This is an optimization exercise on Yosys and OpenROAD, whose aim is small area, a short achievable clock period and few clock cycles per item, not a production implementation. Only simulation tests tie the RTL to the original design; equivalence was not proved. Power is estimated from default activity; no workload was simulated.

==> flow/design.v <==
`default_nettype none
package rv64_isa_pkg;
  typedef enum logic [6:0] {
    op_imm    = 7'b0010011,
    op_imm_32 = 7'b0011011,
    op        = 7'b0110011,
    op_32     = 7'b0111011,
    lui       = 7'b0110111,
    auipc     = 7'b0010111,
    load      = 7'b0000011,
    store     = 7'b0100011,
    jal       = 7'b1101111,
    jalr      = 7'b1100111,
    branch    = 7'b1100011,
    system    = 7'b1110011
  } opcode_e;
  localparam logic [2:0] F3_ADD_SUB = 3'b000;
  localparam logic [2:0] F3_SLL     = 3'b001;
  localparam logic [2:0] F3_SLT     = 3'b010;
  localparam logic [2:0] F3_SLTU    = 3'b011;
  localparam logic [2:0] F3_XOR     = 3'b100;
  localparam logic [2:0] F3_SRL_SRA = 3'b101;
  localparam logic [2:0] F3_OR      = 3'b110;
  localparam logic [2:0] F3_AND     = 3'b111;
  localparam logic [2:0] F3_BEQ  = 3'b000;
  localparam logic [2:0] F3_BNE  = 3'b001;
  localparam logic [2:0] F3_BLT  = 3'b100;
  localparam logic [2:0] F3_BGE  = 3'b101;
  localparam logic [2:0] F3_BLTU = 3'b110;
  localparam logic [2:0] F3_BGEU = 3'b111;
  localparam logic [2:0] F3_MUL    = 3'b000;
  localparam logic [2:0] F3_MULH   = 3'b001;
  localparam logic [2:0] F3_MULHSU = 3'b010;
  localparam logic [2:0] F3_MULHU  = 3'b011;
  localparam logic [6:0] F7_MULDIV = 7'b0000001;
  typedef struct packed {
    logic [6:0] funct7;
    logic [4:0] rs2;
    logic [4:0] rs1;
    logic [2:0] funct3;
    logic [4:0] rd;
    opcode_e    opcode;
  } r_fields_t;
  typedef struct packed {
    logic [11:0] imm12;   
    logic [4:0]  rs1;
    logic [2:0]  funct3;
    logic [4:0]  rd;
    opcode_e     opcode;
  } i_fields_t;
  typedef union packed {
    r_fields_t r_view;
    i_fields_t i_view;
  } instr_u;
endpackage
`default_nettype wire
`default_nettype none
package exu_pkg;
  localparam int XLEN = 64;
  typedef logic [XLEN-1:0] xlen_t;
  typedef struct packed {
    logic sel_sum;    
    logic clr_lsb;    
    logic sel_shr;    
    logic sel_shl;    
    logic sel_xor;
    logic sel_or;
    logic sel_and;
    logic sel_cmp;    
    logic word;       
    logic sh_arith;   
    logic inv;        
    logic c_eq;       
    logic c_lts;      
    logic c_ltu;      
    logic c_inv;      
  } alu_ctl_t;
  typedef struct packed {
    logic a_neg;       
    logic corr;        
    logic take_high;   
    logic word;        
  } mul_req_t;
endpackage
`default_nettype wire
`default_nettype none
module alu_op_decode (
  input  wire [31:0]            instr_i,
  input  wire exu_pkg::xlen_t   src_a_i,
  input  wire exu_pkg::xlen_t   src_b_i,
  output exu_pkg::alu_ctl_t     ctl_o,
  output logic                  is_mul_o,
  output exu_pkg::mul_req_t     mul_req_o,
  output exu_pkg::xlen_t        op_a_o,
  output exu_pkg::xlen_t        op_b_o
);
  logic [6:0] opcode;
  logic [2:0] f3;
  logic [6:0] f7;
  logic       is_op, is_opimm, is_op32, is_opimm32;
  logic       alu_rr, alu_rr32;
  logic       muldiv, muldiv32;
  logic       rev_a, zext_w, sext_w, inv_a, lui;
  logic       wshift;
  logic       zero_op;   
  exu_pkg::xlen_t a_rev;
  assign opcode = instr_i[6:0];
  assign f3     = instr_i[14:12];
  assign f7     = instr_i[31:25];
  assign is_op      = (opcode == 7'b0110011);
  assign is_opimm   = (opcode == 7'b0010011);
  assign is_op32    = (opcode == 7'b0111011);
  assign is_opimm32 = (opcode == 7'b0011011);
  assign muldiv     = is_op   && (f7 == 7'b0000001);
  assign muldiv32   = is_op32 && (f7 == 7'b0000001);
  assign alu_rr     = (is_op || is_opimm) && !muldiv;
  assign alu_rr32   = (is_op32 || is_opimm32) && !muldiv32;
  assign lui        = (opcode == 7'b0110111);
  assign zero_op = (src_a_i == '0) || (src_b_i == '0);
  always_comb begin
    ctl_o    = '0;
    is_mul_o = 1'b0;
    mul_req_o = '0;
    rev_a    = 1'b0;
    zext_w   = 1'b0;
    sext_w   = 1'b0;
    inv_a    = 1'b0;
    wshift   = 1'b0;
    if (muldiv) begin
      if (!f3[2]) begin
        is_mul_o            = !zero_op;
        mul_req_o.a_neg     = (f3 == 3'd1 || f3 == 3'd2) && src_a_i[63];
        mul_req_o.corr      = (f3 == 3'd2 || f3 == 3'd3) && src_b_i[63];
        mul_req_o.take_high = (f3 != 3'd0);
      end
    end else if (muldiv32) begin
      if (f3 == 3'd0) begin
        is_mul_o       = !zero_op;
        mul_req_o.word = 1'b1;
      end
    end else if (alu_rr) begin
      case (f3)
        3'd0: begin
          ctl_o.sel_sum = 1'b1;
          inv_a         = is_op && f7[5];
          ctl_o.inv     = is_op && f7[5];
        end
        3'd1: begin
          ctl_o.sel_shl = 1'b1;
          rev_a         = 1'b1;
        end
        3'd2: begin
          ctl_o.sel_cmp = 1'b1;
          ctl_o.c_lts   = 1'b1;
          inv_a         = 1'b1;
        end
        3'd3: begin
          ctl_o.sel_cmp = 1'b1;
          ctl_o.c_ltu   = 1'b1;
          inv_a         = 1'b1;
        end
        3'd4: ctl_o.sel_xor = 1'b1;
        3'd5: begin
          ctl_o.sel_shr  = 1'b1;
          ctl_o.sh_arith = instr_i[30];
        end
        3'd6: ctl_o.sel_or = 1'b1;
        default: ctl_o.sel_and = 1'b1;
      endcase
    end else if (alu_rr32) begin
      case (f3)
        3'd0: begin
          ctl_o.sel_sum = 1'b1;
          ctl_o.word    = 1'b1;
          inv_a         = is_op32 && f7[5];
          ctl_o.inv     = is_op32 && f7[5];
        end
        3'd1: begin
          ctl_o.sel_shl = 1'b1;
          ctl_o.word    = 1'b1;
          rev_a         = 1'b1;
          wshift        = 1'b1;
        end
        3'd5: begin
          ctl_o.sel_shr  = 1'b1;
          ctl_o.word     = 1'b1;
          ctl_o.sh_arith = f7[5];
          sext_w         = f7[5];
          zext_w         = !f7[5];
          wshift         = 1'b1;
        end
        default: ;
      endcase
    end else begin
      case (opcode)
        7'b0110111,                           
        7'b0010111, 7'b0000011,
        7'b0100011, 7'b1101111: ctl_o.sel_sum = 1'b1;
        7'b1100111: begin
          ctl_o.sel_sum = 1'b1;
          ctl_o.clr_lsb = 1'b1;
        end
        7'b1100011: begin
          inv_a = 1'b1;
          case (f3)
            3'd0: begin ctl_o.sel_cmp = 1'b1; ctl_o.c_eq  = 1'b1; end
            3'd1: begin ctl_o.sel_cmp = 1'b1; ctl_o.c_eq  = 1'b1; ctl_o.c_inv = 1'b1; end
            3'd4: begin ctl_o.sel_cmp = 1'b1; ctl_o.c_lts = 1'b1; end
            3'd5: begin ctl_o.sel_cmp = 1'b1; ctl_o.c_lts = 1'b1; ctl_o.c_inv = 1'b1; end
            3'd6: begin ctl_o.sel_cmp = 1'b1; ctl_o.c_ltu = 1'b1; end
            3'd7: begin ctl_o.sel_cmp = 1'b1; ctl_o.c_ltu = 1'b1; ctl_o.c_inv = 1'b1; end
            default: ;
          endcase
        end
        default: ;
      endcase
    end
  end
  always_comb begin
    for (int i = 0; i < exu_pkg::XLEN; i++) a_rev[i] = src_a_i[exu_pkg::XLEN-1-i];
  end
  always_comb begin
    if (lui)         op_a_o = '0;
    else if (rev_a)  op_a_o = a_rev;
    else if (zext_w) op_a_o = {32'd0, src_a_i[31:0]};
    else if (sext_w) op_a_o = {{32{src_a_i[31]}}, src_a_i[31:0]};
    else if (inv_a)  op_a_o = ~src_a_i;
    else             op_a_o = src_a_i;
  end
  always_comb begin
    op_b_o = src_b_i;
    if (wshift) op_b_o[5] = 1'b0;   
  end
endmodule
`default_nettype wire
`default_nettype none
module int_alu (
  input  wire exu_pkg::alu_ctl_t ctl_i,
  input  wire exu_pkg::xlen_t    op_a_i,
  input  wire exu_pkg::xlen_t    op_b_i,
  input  wire [5:0]              shamt_i,    
  output exu_pkg::xlen_t         result_o
);
  localparam int XLEN = exu_pkg::XLEN;
  exu_pkg::xlen_t sum;
  logic           cout;
  exu_pkg::xlen_t shr;
  exu_pkg::xlen_t shl;
  logic           eq, lt_u, lt_s, cond;
  exu_pkg::xlen_t res;
  assign {cout, sum} = {1'b0, op_a_i} + {1'b0, op_b_i};
  assign eq   = &(op_a_i ^ op_b_i);
  assign lt_u = cout;
  assign lt_s = (op_a_i[XLEN-1] != op_b_i[XLEN-1]) ? lt_u : !op_a_i[XLEN-1];
  assign cond = ((ctl_i.c_eq & eq) | (ctl_i.c_lts & lt_s) | (ctl_i.c_ltu & lt_u)) ^ ctl_i.c_inv;
  assign shr = XLEN'($signed({ctl_i.sh_arith & op_a_i[XLEN-1], op_a_i}) >>> shamt_i);
  always_comb begin
    for (int i = 0; i < XLEN; i++) shl[i] = shr[XLEN-1-i];
  end
  always_comb begin
    res = ({XLEN{ctl_i.sel_sum}} & {sum[XLEN-1:1] ^ {(XLEN-1){ctl_i.inv}},
                                     (sum[0] ^ ctl_i.inv) & !ctl_i.clr_lsb})
        | ({XLEN{ctl_i.sel_shr}} & shr)
        | ({XLEN{ctl_i.sel_shl}} & shl)
        | ({XLEN{ctl_i.sel_xor}} & (op_a_i ^ op_b_i))
        | ({XLEN{ctl_i.sel_or}}  & (op_a_i | op_b_i))
        | ({XLEN{ctl_i.sel_and}} & (op_a_i & op_b_i))
        | {{(XLEN-1){1'b0}}, ctl_i.sel_cmp & cond};
    result_o = ctl_i.word ? {{32{res[31]}}, res[31:0]} : res;
  end
endmodule
`default_nettype wire
`default_nettype none
module shift_add_mul (
  input  wire exu_pkg::xlen_t    mcand_i,     
  input  wire                    a_neg_i,
  input  wire [3:0]              one_i,       
  input  wire [3:0]              two_i,       
  input  wire [3:0]              neg_i,       
  input  wire [3:0]              one_h_i,     
  input  wire [3:0]              two_h_i,
  input  wire [3:0]              neg_h_i,
  input  wire                    first_i,     
  input  wire                    corr_i,      
  input  wire [66:0]             acc_s_i,
  input  wire [66:0]             acc_c_i,
  input  wire [7:0]              ret_s_i,
  input  wire [7:0]              ret_c_i,
  input  wire                    low_ci_i,
  output logic [66:0]            acc_s_o,
  output logic [66:0]            acc_c_o,
  output logic [7:0]             ret_s_o,
  output logic [7:0]             ret_c_o,
  output logic                   low_ci_o,
  output logic [7:0]             prod_bits_o,  
  output exu_pkg::xlen_t         high_s_o,     
  output exu_pkg::xlen_t         high_c_o      
);
  localparam int TW = 75;
  typedef logic [TW-1:0] vec_t;
  function automatic [TW-1:0] csa_s(input [TW-1:0] x, input [TW-1:0] y, input [TW-1:0] z);
    csa_s = x ^ y ^ z;
  endfunction
  function automatic [TW-1:0] csa_c(input [TW-1:0] x, input [TW-1:0] y, input [TW-1:0] z);
    csa_c = {((x & y) | (x & z) | (y & z)), 1'b0};
  endfunction
  logic [66:0] fs_i, fc_i;
  logic [7:0]  rs_i, rc_i;
  logic        lc_i;
  logic [65:0] a1, a2;
  logic [65:0] rb [4];
  logic        n3;
  vec_t        u [4];
  vec_t        s1, c1, s2, c2, s3, c3, xs, xc;
  assign fs_i = first_i ? (67'd1 << 66) : acc_s_i;
  assign fc_i = first_i ? 67'd0 : acc_c_i;
  assign rs_i = ret_s_i;
  assign rc_i = ret_c_i;
  assign lc_i = low_ci_i;
  assign a1   = {a_neg_i, a_neg_i, mcand_i};
  assign a2   = {a_neg_i, mcand_i, 1'b0};
  assign n3   = neg_i[3];
  always_comb begin
    for (int j = 0; j < 4; j++) begin
      rb[j] = (({{33{one_h_i[j]}}, {33{one_i[j]}}} & a1) |
               ({{33{two_h_i[j]}}, {33{two_i[j]}}} & a2)) ^ {{33{neg_h_i[j]}}, {33{neg_i[j]}}};
    end
    u[0] = {1'b0, 2'b11, 1'b0, 1'b1, 1'b0, 1'b1, 1'b0, !rb[0][65], rb[0][65], rb[0][64:0]};
    u[1] = {7'd0, !rb[1][65], rb[1][64:0], n3, neg_i[0]};
    u[2] = {5'd0, !rb[2][65], rb[2][64:0], n3, neg_i[1], n3, n3};
    u[3] = {3'd0, !rb[3][65], rb[3][64:0], n3, neg_i[2], n3, n3, n3, n3};
  end
  always_comb begin
    s1 = csa_s(vec_t'(fs_i), vec_t'(fc_i), u[0]);
    c1 = csa_c(vec_t'(fs_i), vec_t'(fc_i), u[0]) | vec_t'(n3);
    s2 = csa_s(u[1], u[2], u[3]);
    c2 = csa_c(u[1], u[2], u[3]) | vec_t'(n3);
    s3 = csa_s(s1, c1, s2);
    c3 = csa_c(s1, c1, s2) | vec_t'(n3);
    xs = csa_s(s3, c3, c2);
    xc = csa_c(s3, c3, c2) | vec_t'(n3);
  end
  always_comb begin
    acc_s_o  = xs[TW-1:8];
    acc_c_o  = xc[TW-1:8];
    ret_s_o  = xs[7:0];
    ret_c_o  = xc[7:0];
    {low_ci_o, prod_bits_o} = {1'b0, rs_i} + {1'b0, rc_i} + {8'd0, lc_i};
  end
  exu_pkg::xlen_t corr;
  always_comb begin
    corr     = corr_i ? mcand_i : 64'd0;
    high_s_o = acc_s_i[63:0] ^ acc_c_i[63:0] ^ corr;
    high_c_o = {((acc_s_i[62:0] & acc_c_i[62:0]) | (acc_s_i[62:0] & corr[62:0]) |
                 (acc_c_i[62:0] & corr[62:0])), low_ci_o};
  end
endmodule
module booth_enc (
  input  wire [7:0]  bits_i,
  input  wire        prev_i,
  output logic [3:0] one_o,
  output logic [3:0] two_o,
  output logic [3:0] neg_o
);
  logic [8:0] b;
  assign b = {bits_i, prev_i};
  always_comb begin
    for (int j = 0; j < 4; j++) begin
      one_o[j] = b[2*j+1] ^ b[2*j];
      two_o[j] = (b[2*j+2] & !b[2*j+1] & !b[2*j]) | (!b[2*j+2] & b[2*j+1] & b[2*j]);
      neg_o[j] = b[2*j+2] & !(b[2*j+1] & b[2*j]);
    end
  end
endmodule
`default_nettype wire
`default_nettype none
module exec_unit (
  input  wire                       clk,
  input  wire                       arst_n_i,
  input  wire                       valid_i,
  input  wire [31:0]                instr_i,
  input  wire [63:0]                src_a_i,
  input  wire [63:0]                src_b_i,
  output logic [63:0]               result_o,
  output logic                      done_o,
  output logic                      ready_o
);
  localparam int K      = 8;
  localparam int NSTEP  = 64 / K;
  localparam int NSTEPW = 32 / K;
  localparam int CNT_W  = $clog2(NSTEP);
  exu_pkg::alu_ctl_t ctl_d, ctl_q, ctl_hi;
  exu_pkg::mul_req_t mreq_d, mreq_q;
  exu_pkg::xlen_t    op_a_d, op_b_d, op_a_q, op_b_q;
  logic [5:0]        shamt_q;   
  exu_pkg::xlen_t    alu_res;
  logic              is_mul;
  logic              accept, accept_mul;
  logic              busy_q;   
  logic              alu_v_q;
  logic              mul_run_q, mul_fin_q;
  logic              fin_low, fin_high;
  logic [CNT_W-1:0]  cnt_q;
  logic              last_step;
  logic [66:0]       acc_s_q, acc_c_q, acc_s_d, acc_c_d;
  logic [K-1:0]      ret_s_q, ret_c_q, ret_s_d, ret_c_d;
  logic              low_ci_q, low_ci_d;
  logic              first_q;
  logic [3:0]        one_d, two_d, neg_d, one_q, two_q, neg_q;
  logic [3:0]        one_h_q, two_h_q, neg_h_q;   
  logic [K-1:0]      prod_bits;
  exu_pkg::xlen_t    high_s, high_c;
  exu_pkg::xlen_t    low_next;
  alu_op_decode alu_op_decode_inst (
    .instr_i   (instr_i),
    .src_a_i   (src_a_i),
    .src_b_i   (src_b_i),
    .ctl_o     (ctl_d),
    .is_mul_o  (is_mul),
    .mul_req_o (mreq_d),
    .op_a_o    (op_a_d),
    .op_b_o    (op_b_d)
  );
  assign accept     = valid_i & !busy_q;
  assign accept_mul = accept & is_mul;
  assign fin_low  = mul_fin_q & !mreq_q.take_high;
  assign fin_high = mul_fin_q & mreq_q.take_high;
  always_comb begin
    ctl_hi         = '0;
    ctl_hi.sel_sum = 1'b1;
  end
  always_ff @(posedge clk) begin
    if (!busy_q) begin
      op_a_q <= op_a_d;
      op_b_q <= op_b_d;
      mreq_q <= mreq_d;
    end else if (fin_high) begin
      op_a_q <= high_s;
      op_b_q <= high_c;
    end else begin
      op_b_q <= low_next;
    end
    ctl_q   <= busy_q ? ctl_hi : ctl_d;
    shamt_q <= op_b_d[5:0];
  end
  assign last_step = mul_run_q &&
                     (cnt_q == (mreq_q.word ? CNT_W'(NSTEPW - 1) : CNT_W'(NSTEP - 1)));
  shift_add_mul shift_add_mul_inst (
    .mcand_i     (op_a_q),
    .a_neg_i     (mreq_q.a_neg),
    .one_i       (one_q),
    .two_i       (two_q),
    .neg_i       (neg_q),
    .one_h_i     (one_h_q),
    .two_h_i     (two_h_q),
    .neg_h_i     (neg_h_q),
    .first_i     (first_q),
    .corr_i      (mreq_q.corr),
    .acc_s_i     (acc_s_q),
    .acc_c_i     (acc_c_q),
    .ret_s_i     (ret_s_q),
    .ret_c_i     (ret_c_q),
    .low_ci_i    (low_ci_q),
    .acc_s_o     (acc_s_d),
    .acc_c_o     (acc_c_d),
    .ret_s_o     (ret_s_d),
    .ret_c_o     (ret_c_d),
    .low_ci_o    (low_ci_d),
    .prod_bits_o (prod_bits),
    .high_s_o    (high_s),
    .high_c_o    (high_c)
  );
  assign low_next = {prod_bits, op_b_q[63:K]};
  booth_enc booth_enc_inst (
    .bits_i (busy_q ? op_b_q[2*K-1:K] : src_b_i[K-1:0]),
    .prev_i (busy_q & op_b_q[K-1]),
    .one_o  (one_d),
    .two_o  (two_d),
    .neg_o  (neg_d)
  );
  always_ff @(posedge clk) begin
    acc_s_q  <= acc_s_d;
    acc_c_q  <= acc_c_d;
    ret_s_q  <= ret_s_d;
    ret_c_q  <= ret_c_d;
    low_ci_q <= !first_q & low_ci_d;
    one_q    <= one_d;
    two_q    <= two_d;
    neg_q    <= neg_d;
    one_h_q  <= {4{busy_q | accept_mul}} & one_d;
    two_h_q  <= {4{busy_q | accept_mul}} & two_d;
    neg_h_q  <= {4{busy_q | accept_mul}} & neg_d;
    first_q  <= accept_mul;
    cnt_q    <= accept_mul ? '0 : cnt_q + 1'b1;
  end
  always_ff @(posedge clk or negedge arst_n_i) begin
    if (!arst_n_i) begin
      mul_run_q <= 1'b0;
      mul_fin_q <= 1'b0;
      ready_o   <= 1'b1;
      busy_q    <= 1'b0;
    end else begin
      mul_run_q <= accept_mul | (mul_run_q & !last_step);
      mul_fin_q <= last_step;
      if (accept_mul) begin
        ready_o <= 1'b0;
        busy_q  <= 1'b1;
      end else if ((last_step & !mreq_q.take_high) | fin_high) begin
        ready_o <= 1'b1;
        busy_q  <= 1'b0;
      end
    end
  end
  int_alu int_alu_inst (
    .ctl_i    (ctl_q),
    .op_a_i   (op_a_q),
    .op_b_i   (op_b_q),
    .shamt_i  (shamt_q),
    .result_o (alu_res)
  );
  always_ff @(posedge clk) begin
    if (fin_low) begin
      result_o <= mreq_q.word ? {{32{low_next[63]}}, low_next[63:32]} : low_next;
    end else begin
      result_o <= alu_res;
    end
  end
  always_ff @(posedge clk or negedge arst_n_i) begin
    if (!arst_n_i) begin
      alu_v_q <= 1'b0;
      done_o  <= 1'b0;
    end else begin
      alu_v_q <= (accept & !is_mul) | fin_high;
      done_o  <= alu_v_q | fin_low;
    end
  end
endmodule
`default_nettype wire
==> flow/run.sh <==
#!/bin/bash
# synth_recipe.tcl (not shown) runs the flow's synth.tcl, then flattens the netlist and writes it again
# the make line also repeats each setting of config.mk as NAME=value (left out here)
make -C /OpenROAD-flow-scripts/flow DESIGN_CONFIG=/design/flow/config.mk WORK_HOME=/design/flow/orfs CLKGATE_MAP_FILE= SYNTH_SCRIPT=/design/flow/synth_recipe.tcl finish
==> flow/config.mk <==
export PLATFORM = sky130hd
export DESIGN_NAME = exec_unit
export DESIGN_NICKNAME = exec_unit
export VERILOG_FILES = /design/flow/design.v
export SDC_FILE = /design/flow/constraint.sdc
export NUM_CORES = 4
export LEC_CHECK = 0
export ABC_AREA = 1
export CAP_MARGIN = 20
export CORE_MARGIN = 10
export CORE_UTILIZATION = 40
export PLACE_DENSITY = 0.6
export SETUP_SLACK_MARGIN = 3.3
export SLEW_MARGIN = 20
==> flow/constraint.sdc <==
create_clock -name core_clock -period 6.5 [get_ports {clk}]
set_input_delay 1.3000 -clock core_clock [delete_from_list [all_inputs] [get_ports {clk}]]
set_output_delay 1.3000 -clock core_clock [all_outputs]
set_load 0.01 [all_outputs]
==> impl_metrics.toml, run 1 <==
[run_status]
outcome = "complete, no violations"

[finish]
multi_input_area_sq_um = 29510
drive_above_1_share_pct = 9.660
final_cell_area_sq_um = 50140
areaGrowthSynthToFinish_pct = 17.60
finalNetCount = 7049
n_fill_cell = 11020
regArea_sq_um = 8702

[floorplanning]
die_h_microns = 346.5
start_util_pct = 40.39
fp.dieW_microns = 346.5
core_area_sq_um = 105600
dieArea_sq_um = 120100
ios = 229
core.rowCount = 119

[cts]
clockBufferDepth = 3
clk_latency_ps = 670
clock-root-buffer = "clkbuf_16"
htreeDepth = 2
clkSlewWorstSetupHoldPaths_ps = 50
cts_tree = "done"
cts.sinks = 397
ctsHoldBuffers = 0
numCtsBuffers = 50

[synth]
synth_top_area_share_pct = 15.35
synth-seq-cells = 397
syn_avg_cell_area_sq_um = 6.823
async_reset_ff_share_pct = 1.511
synth-main-ff-cell = "dfxtp_1"
synthMuxAreaShare_pct = 0.02641
synth_top_area_cell = "fa_1"
synth_cell_types = 57
yosysMostFrequentCell = "nand2_1"
syn_inst = 6249
synth_edf_count = 68
synth-simple-area-share_pct = 26.76
synth_top_family_by_area = "simple AND/OR/NAND/NOR gates"
ys_top_cells_by_count = "nand2_1, inv_1, nand3_1"
synth_compound_area_share_pct = 13.16
synth_xor_area_share_pct = 7.148
yosys_warnings = 7
synth_fa_ha_area_share_pct = 19.75
yosysSeqAreaShare_pct = 20.31
synth_area_leaders = "fa_1, dfxtp_1, nand2_1"
syn_nets = 6889
synth_area_sq_um = 42640

[power_and_ir_drop]
p_total_mw = 12.84
p_sw_mw = 5.929
power.density_nw_per_um2 = 256.0
clockPowerShare_pct = 23.1
swShare_pct = 46.18
ir_drop_mv = 0.2985
p_leak_nw = 24.59
combPwrFrac_pct = 51.0
power.internal_mw = 6.910
seqPwrFrac_pct = 25.9

[worst_setup_path]
setup.worst_path.end_class = "register"
critPathArrivalTime_ps = 3790
worstSetupPathType = "in2reg"
crit_required_ps = 7030
start_kind = "primary input"
rr_worst_depth = 13
crit_path_max_fanout = 10
max_stage_delay_ps = 470
rr_endpoint = "result_o[58]"
worstPathCellList = "clkdlybuf4s50_1 > nor4_4 > nand4_1 > nor2_4 > nand3b_1 > nand2_1 > nor2_2 > nand2_4 > buf_12 > a21boi_0"
crit_family = "simple AND/OR/NAND/NOR gates"
r2r-start = "shamt_q[2]"
path_buf_inv = 2
rrSetupSlack_ps = 3270
slowest_stage = "clkdlybuf4s50_1"

[job]
maxCapViolCount = 0

[detailed_routing]
drtPass1Iterations = 7
drc = 0
ant_nets = 0
drt_wl_total_microns = 239600
drt-initial-drc-count = 6803
num_vias = 46900
routed_via_density = 5.975
wl_per_cell_microns = 30.53

[placement]
io_buffers = 213
gp_congestion = 1.082
place_hpwl_microns = 183200
place_area_sq_um = 45910

[timing]
finalCritPeriodShare_pct = 50.18
rsz0062_at_grt = "yes"
hold_viol = 0
maxSlewHeadroom_pct = 27.09
tightest_slew_ps = 1093
slew_violations = 0
max_freq_mhz = 306.6
setup_tns_ps = 0
setup_violations = 0
fin_crit_ps = 3262
skew_ps = 32.99
whs_ps = 425.9

[global_route]
grt_pass1_wl_microns = 333200
gr-total-overflow = 0
antenna_found_initial = 10
grt_pass1_vias = 44430
grt_max_degree = 115
track_usage_pct = 38.44

[min_path]
whs_endpoint = "cnt_q[0]"
hp-start = "cnt_q[0]"
hold_depth = 1
hp-class = "reg2reg"
## worst max-delay path by stage
stage,startpoint,to,slack (ps),depth (start not counted)
after floorplan,busy_q,op_a_q[0],3320,5
after global placement,instr_i[30],op_a_q[3],1680,13
final,src_b_i[29],two_h_q[1],3240,10
after detailed placement,instr_i[30],op_a_q[3],1650,13
after global routing,op_a_q[34],result_o[44],3220,16
after CTS,shamt_q[0],result_o[62],3100,14
## layer usage
layer  vias to the layer above  routed length (microns)  track usage (%)
met5                         -                       25                0
met4                         4                    18460            23.76
met3                       576                    29540            11.28
met2                      3059                    97630            55.50
met1                     22820                    93990            49.95
li1                      20440                        -                -
## through the flow
stage / setup WS, ps / utilization, % / cells
global route: 3217 / 47.48 / 7841
finish: 3238 / 47.50 / 7850
detailed placement: 1649 / 43.49 / 7608
global placement: 1675 / 43.41 / 7604
CTS: 3102 / 46.78 / 7818
floorplan: 3323 / - / 6249
## kinds of logic after synthesis
logic type	count (synthesis)
compound gates	956
xor+xnor	348
fa+ha+maj	477
buf+inv	1411
flops	397
mux	1
simple gates	2659
## what timing repair did
item | CTS | global route
resized for setup | 230 | 157
endpoints found under the setup margin | 273 | 159
gates cloned | 12 | 0
pin swaps | 17 | 25
setup buffers | 106 | 22
hold endpoints to repair | 0 | 0
## cell type report
class                   count  share of cell area, %
inverters                1082                  8.608
repair buffers            430                  8.264
flip-flops and latches    397                  17.35
clock buffers              65                  2.877
diodes                     10                0.04990
multi-input cells        4448                  58.85
clock inverters            27                 0.5240
well taps                1391                  3.471
## power by group through the flow
stage / logic (mW) / registers [mW] / clock network [mW]
after CTS: 6.26 / 3.32 / 2.98
final: 6.55 / 3.33 / 2.96
after global routing: 7.13 / 3.36 / 3.07
after floorplan: 3.38 / 3.25 / 0
after global placement: 5.98 / 3.40 / 0
after detailed placement: 6.00 / 3.41 / 0
## flip-flops by register name, indices dropped and copies added, names as in the netlist, 3 cells and up
register	flops
shamt_q	6
mreq_q	4
acc_s_q	64
cnt_q	3
one_h_q	4
op_a_q	64
ret_c_q	8
one_q	4
acc_c_q	65
result_o	64
two_q	4
op_b_q	64
two_h_q	4
ctl_q	15
neg_h_q	4
neg_q	4
ret_s_q	8
## cell usage in the layout (no fill, tap or decap), types with 22 or more instances in the layout
| master | instances |
|---|---|
| fa_1 | 327 |
| clkinv_2 | 28 |
| a21oi_1 | 266 |
| or2_2 | 30 |
| ha_1 | 97 |
| clkinv_4 | 33 |
| ha_2 | 33 |
| nand2_2 | 22 |
| o211ai_1 | 42 |
| xor2_1 | 331 |
| dfxtp_1 | 300 |
| nor4_1 | 30 |
| nand3_1 | 795 |
| inv_1 | 996 |
| clkbuf_16 | 54 |
| o21ai_0 | 222 |
| a221oi_1 | 39 |
| nand2_1 | 1221 |
| edfxtp_1 | 68 |
| o22ai_1 | 273 |
| buf_4 | 183 |
| nand4_1 | 47 |
| nor2_1 | 405 |
| nor2_2 | 25 |
| clkdlybuf4s50_1 | 200 |
| o21ai_1 | 23 |
Testbench counts, summed over its fixed seeds: cycles 23,029, items 16,000.
==> inputs of run 2 (changes only) <==
--- a/flow/design.v
+++ b/flow/design.v
@@ -64,7 +64,6 @@
     logic sel_shr;    
     logic sel_shl;    
-    logic sel_xor;
-    logic sel_or;
-    logic sel_and;
+    logic sel_p;      
+    logic sel_g;      
     logic sel_cmp;    
     logic word;       
@@ -160,11 +159,14 @@
           inv_a         = 1'b1;
         end
-        3'd4: ctl_o.sel_xor = 1'b1;
+        3'd4: ctl_o.sel_p = 1'b1;
         3'd5: begin
           ctl_o.sel_shr  = 1'b1;
           ctl_o.sh_arith = instr_i[30];
         end
-        3'd6: ctl_o.sel_or = 1'b1;
-        default: ctl_o.sel_and = 1'b1;
+        3'd6: begin
+          ctl_o.sel_p = 1'b1;
+          ctl_o.sel_g = 1'b1;
+        end
+        default: ctl_o.sel_g = 1'b1;
       endcase
     end else if (alu_rr32) begin
@@ -263,7 +265,6 @@
         | ({XLEN{ctl_i.sel_shr}} & shr)
         | ({XLEN{ctl_i.sel_shl}} & shl)
-        | ({XLEN{ctl_i.sel_xor}} & (op_a_i ^ op_b_i))
-        | ({XLEN{ctl_i.sel_or}}  & (op_a_i | op_b_i))
-        | ({XLEN{ctl_i.sel_and}} & (op_a_i & op_b_i))
+        | ({XLEN{ctl_i.sel_p}} & (op_a_i ^ op_b_i))
+        | ({XLEN{ctl_i.sel_g}} & (op_a_i & op_b_i))
         | {{(XLEN-1){1'b0}}, ctl_i.sel_cmp & cond};
     result_o = ctl_i.word ? {{32{res[31]}}, res[31:0]} : res;
==> run 2 against run 1 <==
  * Maximum frequency is 1.3% higher
  * Clock-buffer cell count decreased by 2
  * Die area shrank 2.7%
  * First-iteration DRC count grew 4.4%
  * Core utilization is 0.65 points lower
  * Via count is 4.0% lower
  * Critical endpoint is now neg_h_q[0]
==> impl_metrics.toml, run 2 <==
[run_status]
outcome = "complete, no violations"

[synth]
ys_top_cells_by_count = "nand2_1, inv_1, nand3_1"
yosysSeqAreaShare_pct = 20.85
synth_cell_types = 58
synth_area_sq_um = 41430
syn_avg_cell_area_sq_um = 6.823
synth-main-ff-cell = "dfxtp_1"
synth_edf_count = 68
yosys_warnings = 7
syn_nets = 6648
syn_inst = 6072
synth_top_area_cell = "fa_1"
yosysMostFrequentCell = "nand2_1"
synth_area_leaders = "fa_1, dfxtp_1, nand2_1"
async_reset_ff_share_pct = 1.515
synth_top_area_share_pct = 15.80
synth-seq-cells = 396

[finish]
areaGrowthSynthToFinish_pct = 15.70
finalNetCount = 6763
top_register = "acc_c_q"
n_fill_cell = 10580
final_cell_mix = "nand2_1, inv_1, nand3_1"
largest_reg_flops = 65
layout_commonest_cell = "nand2_1"
drive_above_1_share_pct = 6.744

[timing]
finalCritPeriodShare_pct = 49.54
tightest_slew_ps = 1195
slew_violations = 0
maxSlewHeadroom_pct = 20.08
setup_violations = 0
rsz0062_at_grt = "yes"
skew_ps = 27.87
fin_crit_ps = 3220
setup_tns_ps = 0
max_freq_mhz = 310.5
worst_slack_ps = 3280
hold_viol = 0

[detailed_routing]
wl_per_cell_microns = 28.38
drt_wl_total_microns = 215700
drtPass1Iterations = 8
drc = 0
num_vias = 45040
drt-initial-drc-count = 7099
ant_nets = 0
routed_via_density = 5.928

[floorplanning]
ios = 229
dieArea_sq_um = 116900
fp.dieW_microns = 341.8
start_util_pct = 40.49
die_h_microns = 341.8
core.rowCount = 117
core_area_sq_um = 102300

[global_route]
gr-usage-met3_pct = 11.13
gr-usage-met2_pct = 51.15
grt_pass1_wl_microns = 303200
grt_max_degree = 79
grtUsageMet1_pct = 44.99
busiest_layer = "met2"
gr-total-overflow = 0
grt_pass1_vias = 42760
antenna_found_initial = 14
track_usage_pct = 35.63

[power_and_ir_drop]
seqPwrFrac_pct = 27.5
power.density_nw_per_um2 = 253.8
swShare_pct = 44.58
combPwrFrac_pct = 47.3
clockPowerShare_pct = 25.1
p_sw_mw = 5.424
power.internal_mw = 6.742
ir_drop_mv = 0.2812
p_leak_nw = 23.48

[worst_setup_path]
crit_required_ps = 7060
start_kind = "primary input"
rr_endpoint = "acc_s_q[27]"
startpoint = "src_b_i[4]"
rr_worst_depth = 7
crit_path_max_fanout = 4
worstSetupPathType = "in2reg"
setup.worst_path.end_class = "register"
crit_end = "neg_h_q[0]"
rrSetupSlack_ps = 3290
r2r-start = "op_a_q[32]"
critPathArrivalTime_ps = 3780

[cts]
cts.sinks = 396
htreeDepth = 2
clk_latency_ps = 680
clkSlewWorstSetupHoldPaths_ps = 60
ctsHoldBuffers = 0
cts_tree = "done"
clockBufferDepth = 3
numCtsBuffers = 50
clock-root-buffer = "clkbuf_16"

[job]
maxCapViolCount = 0

[placement]
place_ws_ps = 1895
place_hpwl_microns = 163000
io_buffers = 213
gp_congestion = 1.097

[min_path]
hp-class = "reg2reg"
[run 2: critical path, stage by stage]
cell and delay, ps:
clkdlybuf4s50_1 580, nor4_4 470, nand4_1 300, nor2_2 310, nand4_1 150, nand3_2 250
nor2_4 70, buf_4 170, o21a_1 170
[run 2: routing by layer]
| layer | wire [microns] | up-vias |
|---|---|---|
| met5 | 59 | - |
| met1 | 80370 | 21580 |
| li1 | - | 19790 |
| met3 | 28500 | 659 |
| met2 | 88270 | 3009 |
| met4 | 18460 | 8 |
[run 2: worst min path at each step]
stage | from | to | slack [ps] | cells past startpoint
6_report | cnt_q[0] | cnt_q[0] | 420 | 1
2_1_floorplan | cnt_q[0] | cnt_q[0] | 400 | 1
5_1_grt | cnt_q[0] | cnt_q[0] | 450 | 1
3_5_place_dp | cnt_q[0] | cnt_q[0] | 420 | 1
4_1_cts | cnt_q[0] | cnt_q[0] | 430 | 1
3_3_place_gp | cnt_q[0] | cnt_q[0] | 410 | 1
[run 2: layout make-up]
cell class                      count  area (sq um)  share of cell area (%)
Multi-Input combinational cell   4266         27850                   58.11
Sequential cell                   396          8675                   18.10
Inverter                         1089          4126                   8.608
Timing Repair Buffer              384          3817                   7.963
Tap cell                         1368          1712                   3.571
Clock buffer                       63          1350                   2.816
Clock inverter                     30         397.9                  0.8300
Antenna cell                        2         5.005                 0.01044
[run 2: logic make-up (layout without fill, tap and decap cells)]
family	Yosys count	after routing	share of synthesized area, %
and+or+nand+nor	2517	2524	26.40
buffers and inverters	1417	1566	13.37
xor gates and xnor gates	349	349	7.378
adders and majority gates	413	413	18.40
AOI/OAI and AO/OA	979	979	13.57
other	0	2	0
muxes	1	1	0.02718
DFF	396	396	20.85
[run 2: power groups by stage]
stage | clock network, mW | registers (mW) | logic [mW]
after global placement | 0 | 3.47 | 5.29
final | 3.06 | 3.35 | 5.76
after CTS | 3.09 | 3.36 | 5.55
after floorplan | 0 | 3.23 | 3.33
after global routing | 3.17 | 3.38 | 6.41
after detailed placement | 0 | 3.47 | 5.39
[run 2: stage by stage]
stage | utilization (%) | cell area, sq um | power, mW | hold slack, ps | std cells
after CTS | 46.09 | 47160 | 12.00 | 425.5 | 7559
after global routing | 46.84 | 47930 | 12.96 | 448.0 | 7596
after global placement | 43.45 | 44460 | 8.764 | 409.8 | 7399
after floorplan | - | 41430 | 6.561 | 399.1 | 6072
final | 46.85 | 47940 | 12.17 | 422.8 | 7598
after detailed placement | 43.51 | 44520 | 8.858 | 417.3 | 7402
[run 2: what timing repair did]
| action | CTS | global route |
|---|---|---|
| cloned | 5 | 6 |
| pin swaps | 11 | 15 |
| setup buffers | 59 | 31 |
| setup endpoints to repair | 236 | 180 |
| gates resized for setup | 52 | 110 |
| hold endpoints to repair | 0 | 0 |
Testbench counts of run 2, summed over its fixed seeds: cycles 23,029, items 16,000.
==> inputs of run 3 (changes only) <==
--- a/flow/config.mk
+++ b/flow/config.mk
@@ -11,4 +11,4 @@
 export CORE_UTILIZATION = 40
 export PLACE_DENSITY = 0.6
-export SETUP_SLACK_MARGIN = 3.3
+export SETUP_SLACK_MARGIN = 3.6
 export SLEW_MARGIN = 20
==> run 3 against run 2 <==
  * Final area grew 7.3%
  * Synthesized area is the same
  * Final cell count grew 1.7%
  * Sequential cell count is the same
  * Register-to-register slack is essentially flat
  * Sequential share of layout area shrank 1.2 points
  * Synthesized cell count is the same
  * Maximum frequency grew 0.49%
  * Global-route usage grew 2.4 points
  * Die area is the same
  * Via count grew 2.9%
  * Power grew 3.5%
  * Critical path type is now reg2reg
  * Largest power group unchanged
  * Highest routed layer unchanged
==> impl_metrics.toml, run 3 <==
[run_status]
outcome = "complete, no violations"

[cts]
numCtsBuffers = 51
clkSlewWorstSetupHoldPaths_ps = 60
cts.sinks = 396
clockBufferDepth = 3
cts_tree = "done"
clk_latency_ps = 670
clock-root-buffer = "clkbuf_16"
ctsHoldBuffers = 0
htreeDepth = 2

[min_path]
hp-class = "reg2reg"
hold_depth = 1

[synth]
synth-main-ff-cell = "dfxtp_1"
synth_cell_types = 58
yosysSeqAreaShare_pct = 20.85
yosysMostFrequentCell = "nand2_1"
synth-seq-cells = 396
syn_nets = 6648
syn_avg_cell_area_sq_um = 6.823
synth_area_sq_um = 41430
synth_top_area_cell = "fa_1"
syn_inst = 6072
synth_top_area_share_pct = 15.80
synth_area_leaders = "fa_1, dfxtp_1, nand2_1"
synth_edf_count = 68
ys_top_cells_by_count = "nand2_1, inv_1, nand3_1"
yosys_warnings = 7
async_reset_ff_share_pct = 1.515

[global_route]
grt_pass1_wl_microns = 320800
grt_pass1_vias = 43860
grt_max_degree = 74
track_usage_pct = 38.03
antenna_found_initial = 13
gr-total-overflow = 0

[placement]
place_hpwl_microns = 170900
io_buffers = 213
dp.cells = 7406
gp_congestion = 1.046

[detailed_routing]
drtPass1Iterations = 6
drc = 0
routed_via_density = 6.000
drt_wl_total_microns = 233700
wl_per_cell_microns = 30.24
ant_nets = 0
drt-initial-drc-count = 5937
num_vias = 46370

[power_and_ir_drop]
combPwrFrac_pct = 49.8
ir_drop_mv = 0.2465
clockPowerShare_pct = 23.8
power.density_nw_per_um2 = 245.0
p_sw_mw = 5.697
swShare_pct = 45.22
seqPwrFrac_pct = 26.4
power.internal_mw = 6.901
p_leak_nw = 24.36

[floorplanning]
start_util_pct = 40.49
core.rowCount = 117
ios = 229
core_area_sq_um = 102300
dieArea_sq_um = 116900
fp.dieW_microns = 341.8
die_h_microns = 341.8

[timing]
hold_viol = 0
finalCritPeriodShare_pct = 49.30
setup_violations = 0
tightest_slew_ps = 1105
setup_tns_ps = 0
max_freq_mhz = 312.1
fin_crit_ps = 3204
maxSlewHeadroom_pct = 26.07
slew_violations = 0
rsz0062_at_grt = "yes"
skew_ps = 20.86

[finish]
n_fill_cell = 10240
top_register = "acc_c_q"
layout_commonest_cell = "nand2_1"
drive_above_1_share_pct = 14.09
areaGrowthSynthToFinish_pct = 24.11
instances_no_fill = 7728
fin_util_pct = 50.25
finalNetCount = 6886
largest_reg_flops = 65
final_cell_mix = "nand2_1, inv_1, nand3_1"

[worst_setup_path]
crit_required_ps = 7040
critPathArrivalTime_ps = 3750
crit_path_max_fanout = 32
rr_worst_depth = 8
start_kind = "register"
worstSetupPathType = "reg2reg"
setup.worst_path.end_class = "register"

[job]
maxCapViolCount = 0
==> run 3: logic make-up (layout without fill, tap and decap cells) <==
| logic type | Yosys count | after routing | share of synthesized area (%) |
|---|---|---|---|
| mux | 1 | 1 | 0.02718 |
| other cells | 0 | 8 | 0 |
| xor+xnor | 349 | 349 | 7.378 |
| compound gates | 979 | 979 | 13.57 |
| simple gates | 2517 | 2535 | 26.40 |
| flops | 396 | 396 | 20.85 |
| fa+ha+maj | 413 | 413 | 18.40 |
| buf+inv | 1417 | 1679 | 13.37 |
==> run 3: path summary, 6_finish.rpt <==
check	from	to	slack, ps
max	one_q[3]	acc_s_q[29]	3300
min	cnt_q[0]	cnt_q[0]	420
max reg2reg	one_q[3]	acc_s_q[29]	3300
min reg2reg	cnt_q[0]	cnt_q[0]	420
max in group asynchronous	arst_n_i	busy_q	5120
min in group asynchronous	arst_n_i	done_o	970
==> run 3: final cells by class <==
cell class,instances,area [sq um],share of cell area (%)
Antenna cell,8,20.02,0.03893
Clock buffer,72,1476,2.871
Clock inverter,23,241.5,0.4696
Inverter,1089,4348,8.456
Multi-Input combinational cell,4277,29810,57.97
Sequential cell,396,8700,16.92
Tap cell,1368,1712,3.329
Timing Repair Buffer,493,5100,9.918
Timing Repair inverter,2,15.01,0.02920
==> run 3: per-layer routing <==
layer	track usage (%)	share of wire, %	routed length (microns)
met4	28.65	9.4	21890
met2	56.03	42	97300
met3	9.885	12	28570
met5	0	0.027	63
met1	47.34	37	85910
==> run 3: power by group through the flow <==
stage	Clock, mW	Combinational [mW]	Sequential (mW)
floorplan	0	3.33	3.23
global placement	0	5.51	3.44
detailed placement	0	5.59	3.44
CTS	3.01	5.88	3.32
global route	3.09	6.84	3.36
finish	3.00	6.27	3.33
==> run 3: stage by stage <==
step | total power [mW] | hold slack (ps) | area [sq um] | worst slack (ps)
final | 12.60 | 423.7 | 51420 | 3296
after global routing | 13.29 | 454.2 | 51410 | 3306
after CTS | 12.21 | 419.6 | 48680 | 3544
after detailed placement | 9.032 | 411.6 | 44560 | 1656
after global placement | 8.942 | 407.9 | 44500 | 1664
after floorplan | 6.561 | 399.1 | 41440 | 3613
==> run 3: worst max-delay path, cell delays in order, from the launching register on <==
cell     delay, ps
dfxtp_1        320
inv_1           70
buf_6          320
o22ai_4        140
xor2_4         350
fa_1           490
fa_1           770
inv_1          110
fa_1           440
==> run 3: what timing repair did <==
action                     CTS  global route
setup endpoints to repair  291           235
setup buffers              129            67
gates cloned                12            11
gates resized for setup    310           464
pin swaps                   40           146
==> inputs of run 4 (changes only) <==
--- a/flow/design.v
+++ b/flow/design.v
@@ -399,4 +399,5 @@
   logic              accept, accept_mul;
   logic              busy_q;   
+  logic              busy_d;
   logic              alu_v_q;
   logic              mul_run_q, mul_fin_q;
@@ -495,20 +496,16 @@
     cnt_q    <= accept_mul ? '0 : cnt_q + 1'b1;
   end
+  assign busy_d = accept_mul | (mul_run_q & !(last_step & !mreq_q.take_high));
   always_ff @(posedge clk or negedge arst_n_i) begin
     if (!arst_n_i) begin
       mul_run_q <= 1'b0;
       mul_fin_q <= 1'b0;
-      ready_o   <= 1'b1;
-      busy_q    <= 1'b0;
+      ready_o   <= 1'b0;
+      busy_q    <= 1'b1;
     end else begin
       mul_run_q <= accept_mul | (mul_run_q & !last_step);
       mul_fin_q <= last_step;
-      if (accept_mul) begin
-        ready_o <= 1'b0;
-        busy_q  <= 1'b1;
-      end else if ((last_step & !mreq_q.take_high) | fin_high) begin
-        ready_o <= 1'b1;
-        busy_q  <= 1'b0;
-      end
+      ready_o   <= !busy_d;
+      busy_q    <= busy_d;
     end
   end
--- a/flow/config.mk
+++ b/flow/config.mk
@@ -11,4 +11,4 @@
 export CORE_UTILIZATION = 40
 export PLACE_DENSITY = 0.6
-export SETUP_SLACK_MARGIN = 3.6
+export SETUP_SLACK_MARGIN = 3.3
 export SLEW_MARGIN = 20
==> run 4 against run 3 <==
  * Final cell count rose by 1.2%
  * Maximum frequency is 1.3% lower
  * Worst hold slack better by 8.2 ps
  * Sequential power barely moved
  * Combinational power decreased by 3%
  * Synthesized cell count grew 2.9%
  * Largest power group unchanged
  * Global-route usage is 2.1 points lower
  * Synthesized area increased by 2.1%
  * Non-clock buffer count down 97
==> impl_metrics.toml, run 4 <==
[detailed_routing]
drt_wl_total_microns = 226200
wl_per_cell_microns = 28.93
ant_nets = 0
routed_via_density = 5.824
drtPass1Iterations = 8
num_vias = 45530
drc = 0
drt-initial-drc-count = 6212

[synth]
synth_area_leaders = "fa_1, dfxtp_1, nand2_1"
syn_inst = 6250
synth_top_area_share_pct = 15.48
yosys_warnings = 7
synth_top_area_cell = "fa_1"
syn_avg_cell_area_sq_um = 6.767
yosysSeqAreaShare_pct = 20.43
synth-main-ff-cell = "dfxtp_1"
synth_edf_count = 68
synth_area_sq_um = 42290
syn_nets = 6826
synth-seq-cells = 396
async_reset_ff_share_pct = 1.515
ys_top_cells_by_count = "nand2_1, inv_1, nand3_1"
yosysMostFrequentCell = "nand2_1"
synth_cell_types = 55

[placement]
gp_congestion = 1.051
place_area_sq_um = 45300
place_hpwl_microns = 173800
io_buffers = 213

[power_and_ir_drop]
combPwrFrac_pct = 49.7
p_leak_nw = 24.41
power.density_nw_per_um2 = 251.0
swShare_pct = 45.83
clockPowerShare_pct = 23.1
power.internal_mw = 6.628
p_sw_mw = 5.608
ir_drop_mv = 0.4363
seqPwrFrac_pct = 27.2

[global_route]
gr-usage-met2_pct = 54.06
track_usage_pct = 35.89
gr-usage-met3_pct = 9.841
antenna_found_initial = 17
gr-total-overflow = 0
grt_pass1_vias = 43490
grt_max_degree = 74
busiest_layer = "met2"
grtUsageMet1_pct = 43.96
grt_pass1_wl_microns = 312100

[worst_setup_path]
setup.worst_path.end_class = "register"
worstPathCellList = "nand2_1 > nand2_1 > nand3_1 > nand3_1 > nand3_1 > nand3_1 > nand3_1 > nand3_1 > o21ai_0 > a21oi_2"
r2r-start = "op_a_q[63]"
start_kind = "register"
critPathArrivalTime_ps = 3750
cpMostUsedCell = "nand3_1"
crit_required_ps = 7000
slowest_stage = "edfxtp_1"
crit_path_max_fanout = 6
startpoint = "op_a_q[63]"
worstSetupPathType = "reg2reg"
max_stage_delay_ps = 600

[timing]
hold_viol = 0
maxSlewHeadroom_pct = 32.93
setup_violations = 0
max_freq_mhz = 307.9
finalCritPeriodShare_pct = 49.97
slew_violations = 0
skew_ps = 32.42
tightest_slew_ps = 1006
fin_crit_ps = 3248
rsz0062_at_grt = "yes"
setup_tns_ps = 0

[cts]
cts.sinks = 396
numCtsBuffers = 49
clk_latency_ps = 670
clockBufferDepth = 3
ctsHoldBuffers = 0
cts_tree = "done"
htreeDepth = 2
clock-root-buffer = "clkbuf_16"
clkSlewWorstSetupHoldPaths_ps = 70

[floorplanning]
start_util_pct = 40.23
core.rowCount = 119
core_area_sq_um = 105100
die_h_microns = 345.2
fp.dieW_microns = 345.2
dieArea_sq_um = 119100
ios = 229

[finish]
drive_above_1_share_pct = 7.473
multi_input_area_sq_um = 28170
layout_commonest_cell = "nand2_1"
largest_reg_flops = 65
regArea_sq_um = 8672
areaGrowthSynthToFinish_pct = 15.24
top_register = "acc_c_q"
final_cell_area_sq_um = 48740
final_cell_mix = "nand2_1, inv_1, nand3_1"
n_fill_cell = 11070
finalNetCount = 6959

[min_path]
hp-start = "cnt_q[0]"
hp-class = "reg2reg"

[job]
maxCapViolCount = 0

[run_status]
outcome = "complete, no violations"
[run 4: logic make-up after synthesis]
kind of cell	synth area share [%]
fa+ha+maj	18.02
compound gates	12.10
buf+inv	14.50
flops	20.43
simple gates	27.65
mux	0.02662
xor+xnor	7.269
[run 4: path summary, 6_finish.rpt]
path / end / slack (ps) / cells after the start
max: result_o[37] / 3250 / 10
min: cnt_q[0] / 430 / 1
max reg2reg: result_o[37] / 3250 / 10
min reg2reg: cnt_q[0] / 430 / 1
max in group asynchronous: busy_q / 5140 / 1
min in group asynchronous: done_o / 980 / 1
[run 4: stage by stage]
stage / utilization [%] / instances / power (mW) / setup WS [ps] / hold slack [ps]
6_report: 46.37 / 7817 / 12.24 / 3252 / 431.9
5_1_grt: 46.36 / 7814 / 13.00 / 3244 / 456.2
4_1_cts: 45.44 / 7760 / 11.98 / 3299 / 426.2
3_5_place_dp: 43.10 / 7609 / 9.057 / 1457 / 417.2
3_3_place_gp: 43.09 / 7609 / 8.987 / 1467 / 409.4
2_1_floorplan: - / 6250 / 6.571 / 3575 / 399.2
[run 4: area by class of cell]
cell class / count / area share (%)
diodes: 3 / 0.01540
flip-flops and latches: 396 / 17.79
clock inverters: 28 / 0.5699
repair inverters: 4 / 0.1309
clock buffers: 63 / 2.726
multi-input cells: 4318 / 57.79
well taps: 1391 / 3.571
repair buffers: 396 / 7.860
inverters: 1218 / 9.542
[run 4: power by group through the flow]
stage	clock (mW)	combinational [mW]	sequential [mW]
after floorplan	0	3.36	3.21
after global placement	0	5.56	3.42
after detailed placement	0	5.63	3.42
after CTS	2.85	5.79	3.34
after global routing	2.93	6.72	3.35
final	2.82	6.09	3.33
[run 4: routing by layer]
layer | vias to the layer above | part of all wire (%)
li1 | 20170 | -
met1 | 22000 | 38
met2 | 2732 | 42
met3 | 610 | 11
met4 | 14 | 8.7
met5 | - | 0.043
[run 4: what timing repair did]
item	CTS	global route
hold endpoints to repair	0	0
buffers inserted	53	48
cloned	7	6
pin swaps	7	18
endpoints found under the setup margin	244	168
resized for setup	79	102
[run 4: critical path: cells and delay by family (launching register included)]
kind	cells	cell delay (ps)
compound gates	2	600
flops	1	600
simple gates	8	1900
Testbench counts of run 4, summed over its fixed seeds: cycles 23,029, items 16,000.
==> inputs of run 5 (changes only) <==
--- a/flow/design.v
+++ b/flow/design.v
@@ -242,4 +242,5 @@
   input  wire exu_pkg::xlen_t    op_b_i,
   input  wire [5:0]              shamt_i,    
+  input  wire                    fill_i,     
   output exu_pkg::xlen_t         result_o
 );
@@ -256,5 +257,5 @@
   assign lt_s = (op_a_i[XLEN-1] != op_b_i[XLEN-1]) ? lt_u : !op_a_i[XLEN-1];
   assign cond = ((ctl_i.c_eq & eq) | (ctl_i.c_lts & lt_s) | (ctl_i.c_ltu & lt_u)) ^ ctl_i.c_inv;
-  assign shr = XLEN'($signed({ctl_i.sh_arith & op_a_i[XLEN-1], op_a_i}) >>> shamt_i);
+  assign shr = XLEN'($signed({fill_i, op_a_i}) >>> shamt_i);
   always_comb begin
     for (int i = 0; i < XLEN; i++) shl[i] = shr[XLEN-1-i];
@@ -395,4 +396,5 @@
   exu_pkg::xlen_t    op_a_d, op_b_d, op_a_q, op_b_q;
   logic [5:0]        shamt_q;   
+  logic              fill_q;    
   exu_pkg::xlen_t    alu_res;
   logic              is_mul;
@@ -445,4 +447,5 @@
     ctl_q   <= busy_q ? ctl_hi : ctl_d;
     shamt_q <= op_b_d[5:0];
+    fill_q  <= ctl_d.sh_arith & op_a_d[63];
   end
   assign last_step = mul_run_q &&
@@ -515,4 +518,5 @@
     .op_b_i   (op_b_q),
     .shamt_i  (shamt_q),
+    .fill_i   (fill_q),
     .result_o (alu_res)
   );
==> run 5 against run 4 <==
  * Final area fell by 0.81%
  * Power is 1.3% lower
  * Non-clock buffer count shrank 5
  * Worst hold slack worse by 0.65 ps
  * Core utilization up 0.35 points
  * Clock-buffer cell count rose by 8
  * Combinational power down 5.9%
  * Clock skew is 26 ps higher
  * Still clean on timing, DRC and antenna
  * Maximum frequency rose by 1.6%
  * Critical endpoint is now op_a_q[57]
  * Register-to-register slack gained 60 ps
  * Sequential power about the same
  * Sequential cell count stayed put
==> impl_metrics.toml, run 5 <==
[run_status]
outcome = "complete, no violations"

[synth]
synth_area_leaders = "fa_1, dfxtp_1, nand2_1"
synth-seq-cells = 396
yosysSeqAreaShare_pct = 20.73
syn_inst = 6211
synth_cell_types = 53
async_reset_ff_share_pct = 1.515
ys_top_cells_by_count = "nand2_1, inv_1, nand3_1"
synth_top_area_share_pct = 15.71
synth_top_area_cell = "fa_1"
yosysMostFrequentCell = "nand2_1"
syn_avg_cell_area_sq_um = 6.710
syn_nets = 6787
synth-main-ff-cell = "dfxtp_1"
synth_area_sq_um = 41670
synth_edf_count = 68
yosys_warnings = 7

[finish]
drive_above_1_share_pct = 7.626
final_cell_mix = "nand2_1, inv_1, nand3_1"
areaGrowthSynthToFinish_pct = 16.01
layout_commonest_cell = "nand2_1"
top_register = "acc_c_q"
finalNetCount = 6909
largest_reg_flops = 65

[worst_setup_path]
rr_worst_depth = 11
start_kind = "primary input"
crit_required_ps = 6950
crit_path_max_fanout = 8
r2r-start = "op_a_q[33]"
critPathArrivalTime_ps = 3650
rr_endpoint = "result_o[44]"
rrSetupSlack_ps = 3310
setup.worst_path.end_class = "register"
worstSetupPathType = "in2reg"

[floorplanning]
dieArea_sq_um = 117500
core.rowCount = 118
core_area_sq_um = 103500
ios = 229
fp.dieW_microns = 342.8
die_h_microns = 342.8
start_util_pct = 40.27

[cts]
clk_latency_ps = 700
cts.sinks = 396
htreeDepth = 2
cts_tree = "done"
numCtsBuffers = 50
clkSlewWorstSetupHoldPaths_ps = 60
ctsHoldBuffers = 0
clock-root-buffer = "clkbuf_16"
clockBufferDepth = 3

[timing]
max_freq_mhz = 312.7
slew_violations = 0
skew_ps = 58.32
maxSlewHeadroom_pct = 24.67
fin_crit_ps = 3198
setup_tns_ps = 0
finalCritPeriodShare_pct = 49.19
whs_ps = 431.3
setup_violations = 0
hold_viol = 0
tightest_slew_ps = 1126
rsz0062_at_grt = "yes"

[power_and_ir_drop]
clockPowerShare_pct = 25.0
power.density_nw_per_um2 = 249.8
p_sw_mw = 5.406
power.internal_mw = 6.673
ir_drop_mv = 0.2548
swShare_pct = 44.75
combPwrFrac_pct = 47.5
p_leak_nw = 24.15
seqPwrFrac_pct = 27.6

[detailed_routing]
routed_via_density = 5.779
num_vias = 44860
drt-initial-drc-count = 5538
wl_per_cell_microns = 28.13
drt_wl_total_microns = 218300
ant_nets = 0
drc = 0
drtPass1Iterations = 6

[min_path]
hp-class = "reg2reg"
whs_endpoint = "cnt_q[0]"
hp-start = "cnt_q[0]"
hold_depth = 1

[job]
maxCapViolCount = 0

[global_route]
track_usage_pct = 35.80
grt_pass1_vias = 42390
grt_max_degree = 102
antenna_found_initial = 19
grt_pass1_wl_microns = 303400
gr-total-overflow = 0

[placement]
gp_congestion = 1.062
io_buffers = 213
place_hpwl_microns = 168500
## run 5: changes by cell type after synthesis, moves of 13 or more
cell	change
nand3b_1	+13
buf_2	-13
inv_1	-77
o211ai_1	-35
nand3_1	-163
o21ai_1	+36
clkbuf_1	+31
nand2_1	+67
o21ai_0	+81
a21oi_1	+66
nor2_1	+47
## run 5: power groups by stage
| stage | clock (mW) | sequential, mW | combinational (mW) |
|---|---|---|---|
| floorplan | 0 | 3.21 | 3.30 |
| global placement | 0 | 3.40 | 5.30 |
| detailed placement | 0 | 3.41 | 5.37 |
| CTS | 3.04 | 3.34 | 5.51 |
| global route | 3.12 | 3.36 | 6.38 |
| finish | 3.02 | 3.33 | 5.73 |
## run 5: cell type report
class | instances | area [sq um]
clock buffer | 71 | 1473
inverter | 1136 | 4322
fill | 10910 | 55150
sequential | 396 | 8671
clock inverter | 21 | 261.5
antenna | 9 | 22.52
tap | 1380 | 1727
timing repair buffer | 391 | 3739
multi-input combinational | 4358 | 28130
## run 5: stage by stage
stage          utilization, %  setup slack, ps  area (sq um)  std cells  total power [mW]
6_report                46.71             3302         48350       7762             12.08
5_1_grt                 46.69             3238         48330       7754             12.86
4_1_cts                 45.68             3218         47270       7698             11.88
3_5_place_dp            43.29             1634         44800       7561             8.777
3_3_place_gp            43.27             1652         44780       7559             8.699
2_1_floorplan               -             3464         41680       6211             6.512
## run 5: what timing repair did
item / 4_1_cts / 5_1_grt
gates cloned: 2 / 5
pin swaps: 5 / 25
gates resized for setup: 105 / 138
setup endpoints to repair: 209 / 138
buffers inserted: 43 / 50
## run 5: kinds of logic after synthesis
group	synth area share, %
AOI/OAI and AO/OA	12.89
xor gates and xnor gates	7.419
adders and majority gates	18.29
buffers and inverters	13.62
DFF	20.73
muxes	0.02702
and+or+nand+nor	27.02
## run 5: metal layers
layer,track usage [%],routed length (microns)
met2,54.53,93910
met5,0,65
met3,7.465,23020
met4,24.85,18380
met1,45.07,82960
## run 5: worst max path at each step
| stage | from | end | slack, ps | cells after the start |
|---|---|---|---|---|
| 4_1_cts | op_a_q[1] | result_o[8] | 3220 | 13 |
| 3_3_place_gp | src_a_i[31] | two_h_q[3] | 1650 | 11 |
| 2_1_floorplan | neg_h_q[3] | acc_s_q[49] | 3460 | 9 |
| 5_1_grt | op_a_q[47] | result_o[48] | 3240 | 14 |
| 3_5_place_dp | src_a_i[31] | one_h_q[2] | 1630 | 11 |
| 6_report | instr_i[1] | op_a_q[57] | 3300 | 14 |
## run 5: worst max-delay path, cell delays in order
cell             delay (ps)
clkdlybuf4s50_1         470
nand2_2                  90
nor3_4                  230
nand2_2                 130
nor2_4                  210
nor2_4                   80
nor2_4                  180
nand2_8                 100
and2_4                  240
clkbuf_16               200
nand2_1                  70
o21ai_1                  70
nand2_2                 180
nand2_1                  70
Testbench counts of run 5, summed over its fixed seeds: cycles 23,029, items 16,000.
==> inputs of run 6 (changes only) <==
--- a/flow/config.mk
+++ b/flow/config.mk
@@ -13,2 +13,3 @@
 export SETUP_SLACK_MARGIN = 3.3
 export SLEW_MARGIN = 20
+export TNS_END_PERCENT = 10
==> run 6 against run 5 <==
  * Largest power group unchanged
  * First-iteration DRC count is 2.4% higher
  * Final area down 0.77%
  * Clock power barely moved
  * Sequential power about the same
  * Synthesized area unchanged
  * Combinational power barely moved
  * Critical endpoint is now result_o[14]
  * Highest routed layer unchanged
  * Clock-buffer cell count unchanged
==> impl_metrics.toml, run 6 <==
[synth]
ys_top_cells_by_count = "nand2_1, inv_1, nand3_1"
syn_avg_cell_area_sq_um = 6.710
synth-seq-cells = 396
synth_area_leaders = "fa_1, dfxtp_1, nand2_1"
yosysSeqAreaShare_pct = 20.73
yosysMostFrequentCell = "nand2_1"
syn_nets = 6787
syn_inst = 6211
async_reset_ff_share_pct = 1.515
yosys_warnings = 7
synth_top_area_cell = "fa_1"
synth_edf_count = 68
synth-main-ff-cell = "dfxtp_1"
synth_top_area_share_pct = 15.71
synth_cell_types = 53
synth_area_sq_um = 41670

[global_route]
track_usage_pct = 35.47
grt_pass1_wl_microns = 301400
gr-total-overflow = 0
grt_max_degree = 102
antenna_found_initial = 16
grt_pass1_vias = 42190

[finish]
final_cell_mix = "nand2_1, inv_1, nand3_1"
areaGrowthSynthToFinish_pct = 15.12
final_cell_area_sq_um = 47980
largest_reg_flops = 65
finalNetCount = 6897
top_register = "acc_c_q"
layout_commonest_cell = "nand2_1"
drive_above_1_share_pct = 6.917

[timing]
setup_tns_ps = 0
maxSlewHeadroom_pct = 24.68
max_freq_mhz = 303.2
hold_viol = 0
tightest_slew_ps = 1126
slew_violations = 0
skew_ps = 63.72
finalCritPeriodShare_pct = 50.74
fin_crit_ps = 3298
setup_violations = 0
rsz0062_at_grt = "yes"
worst_slack_ps = 3202

[power_and_ir_drop]
p_leak_nw = 24.07
power.internal_mw = 6.658
seqPwrFrac_pct = 27.6
p_sw_mw = 5.386
swShare_pct = 44.72
ir_drop_mv = 0.2504
combPwrFrac_pct = 47.3
power.density_nw_per_um2 = 251.0
clockPowerShare_pct = 25.1

[detailed_routing]
wl_per_cell_microns = 27.99
route.met2.wl_microns = 94050
num_vias = 44840
wl_met3_microns = 21260
top_layer_used = "met5"
drc = 0
routed_via_density = 5.786
m1WireLength_microns = 83010
drt_wl_total_microns = 216900
ant_nets = 0
drtPass1Iterations = 8
drt-initial-drc-count = 5670

[run_status]
outcome = "complete, no violations"

[worst_setup_path]
crit_family = "simple AND/OR/NAND/NOR gates"
worstSetupPathType = "reg2reg"
path_buf_inv = 3
start_kind = "register"
slowest_stage = "nand3_1"
crit_path_max_fanout = 42
max_stage_delay_ps = 490
setup.worst_path.end_class = "register"
cpMostUsedCell = "nand3_1"
critPathArrivalTime_ps = 3920
crit_required_ps = 7120
worstPathCellList = "inv_4 > buf_4 > nand2_1 > nand3_1 > nand3_1 > nand3_1 > nand3_1 > nand3_1 > nand3_1 > nand4_1 > o21ai_0 > inv_1"

[floorplanning]
fp.dieW_microns = 342.8
die_h_microns = 342.8
dieArea_sq_um = 117500
core.rowCount = 118
start_util_pct = 40.27
ios = 229
core_area_sq_um = 103500

[placement]
gp_congestion = 1.062
place_hpwl_microns = 168500
place_area_sq_um = 44800
place_ws_ps = 1634
io_buffers = 213

[cts]
clockBufferDepth = 3
clk_latency_ps = 700
numCtsBuffers = 50
cts_tree = "done"
cts.sinks = 396
clock-root-buffer = "clkbuf_16"
htreeDepth = 2
clkSlewWorstSetupHoldPaths_ps = 60
ctsHoldBuffers = 0

[min_path]
hp-class = "reg2reg"

[job]
maxCapViolCount = 0
-- run 6: cell counts after synthesis --
Identical to the previous run, type by type.
-- run 6: metrics by stage --
stage	hold WS (ps)	total power, mW	util, %	std cells
after CTS	438.7	11.84	45.29	7667
final	431.3	12.04	46.36	7750
after detailed placement	427.0	8.777	43.29	7561
after global placement	408.2	8.699	43.27	7559
after floorplan	399.2	6.512	-	6211
after global routing	458.2	12.82	46.34	7743
-- run 6: final cells by class --
class / count / area, sq um
Clock inverter: 21 / 261.5
Antenna cell: 9 / 22.52
Tap cell: 1380 / 1727
Sequential cell: 396 / 8668
Clock buffer: 71 / 1473
Multi-Input combinational cell: 4358 / 27900
Inverter: 1136 / 4300
Timing Repair Buffer: 379 / 3627
Fill cell: 10930 / 55520
-- run 6: per-layer routing --
metal	track usage, %	vias to the layer above
met4	25.32	6
met1	45.03	21570
li1	-	19950
met2	54.20	2705
met3	6.152	602
met5	0	-
-- run 6: final timing paths --
path / from / to / slack [ps] / cells past startpoint
max: shamt_q[0] / result_o[14] / 3200 / 12
min in group asynchronous: arst_n_i / alu_v_q / 860 / 1
min reg2reg: cnt_q[0] / cnt_q[0] / 430 / 1
min: cnt_q[0] / cnt_q[0] / 430 / 1
max in group asynchronous: arst_n_i / busy_q / 5370 / 1
max reg2reg: shamt_q[0] / result_o[14] / 3200 / 12
-- run 6: power groups by stage --
stage / Clock (mW) / Sequential, mW / Combinational, mW
finish: 3.02 / 3.33 / 5.70
global route: 3.12 / 3.35 / 6.35
CTS: 3.04 / 3.35 / 5.45
detailed placement: 0 / 3.41 / 5.37
global placement: 0 / 3.40 / 5.30
floorplan: 0 / 3.21 / 3.30
-- run 6: kinds of logic after synthesis --
group	Yosys count	share of synthesized area (%)
muxes	1	0.02702
buffers and inverters	1460	13.62
AOI/OAI and AO/OA	937	12.89
xor gates and xnor gates	353	7.419
adders and majority gates	413	18.29
and+or+nand+nor	2651	27.02
DFF	396	20.73
-- run 6: what timing repair did --
item / in CTS / in global routing
buffers inserted: 12 / 69
gates resized for setup: 54 / 128
pin swaps: 3 / 19
cloned: 2 / 5
endpoints found under the setup margin: 209 / 196

re-timing with driven ports:
Ports are ideal in the flow. The routed layouts listed here were re-timed in OpenROAD.
Step 1, drivers: a clkbuf_16 drives clk and a buf_2 each remaining input, both assumed.
Step 2, shift: input delay + t, output delay - t, t = (earliest + latest rising clock arrival at the registers) / 2. This alone moves slack from input paths to output paths.
a / b / c = no drivers / after step 1 / after step 2; a / b = the first two.
| run | shift t [ns] | slack for setup (ns) | worst setup path after step 2 |
|---|---|---|---|
| run 1 | 0.720 | 3.238 / 3.274 / 2.561 | input to register |
| run 2 | 0.742 | 3.280 / 3.287 / 2.585 | input to register |
| run 3 | 0.744 | 3.296 / 3.296 / 2.864 | input to register |
| run 4 | 0.736 | 3.252 / 3.252 / 2.645 | input to register |
| run 5 | 0.744 | 3.302 / 3.307 / 2.603 | input to register |
| run 6 | 0.738 | 3.202 / 3.202 / 2.541 | input to register |
After both steps every run listed still meets setup and hold. For run 5, which loses most, drivers alone change the setup slack by +0.005 ns; drivers and shift together by -0.699 ns.
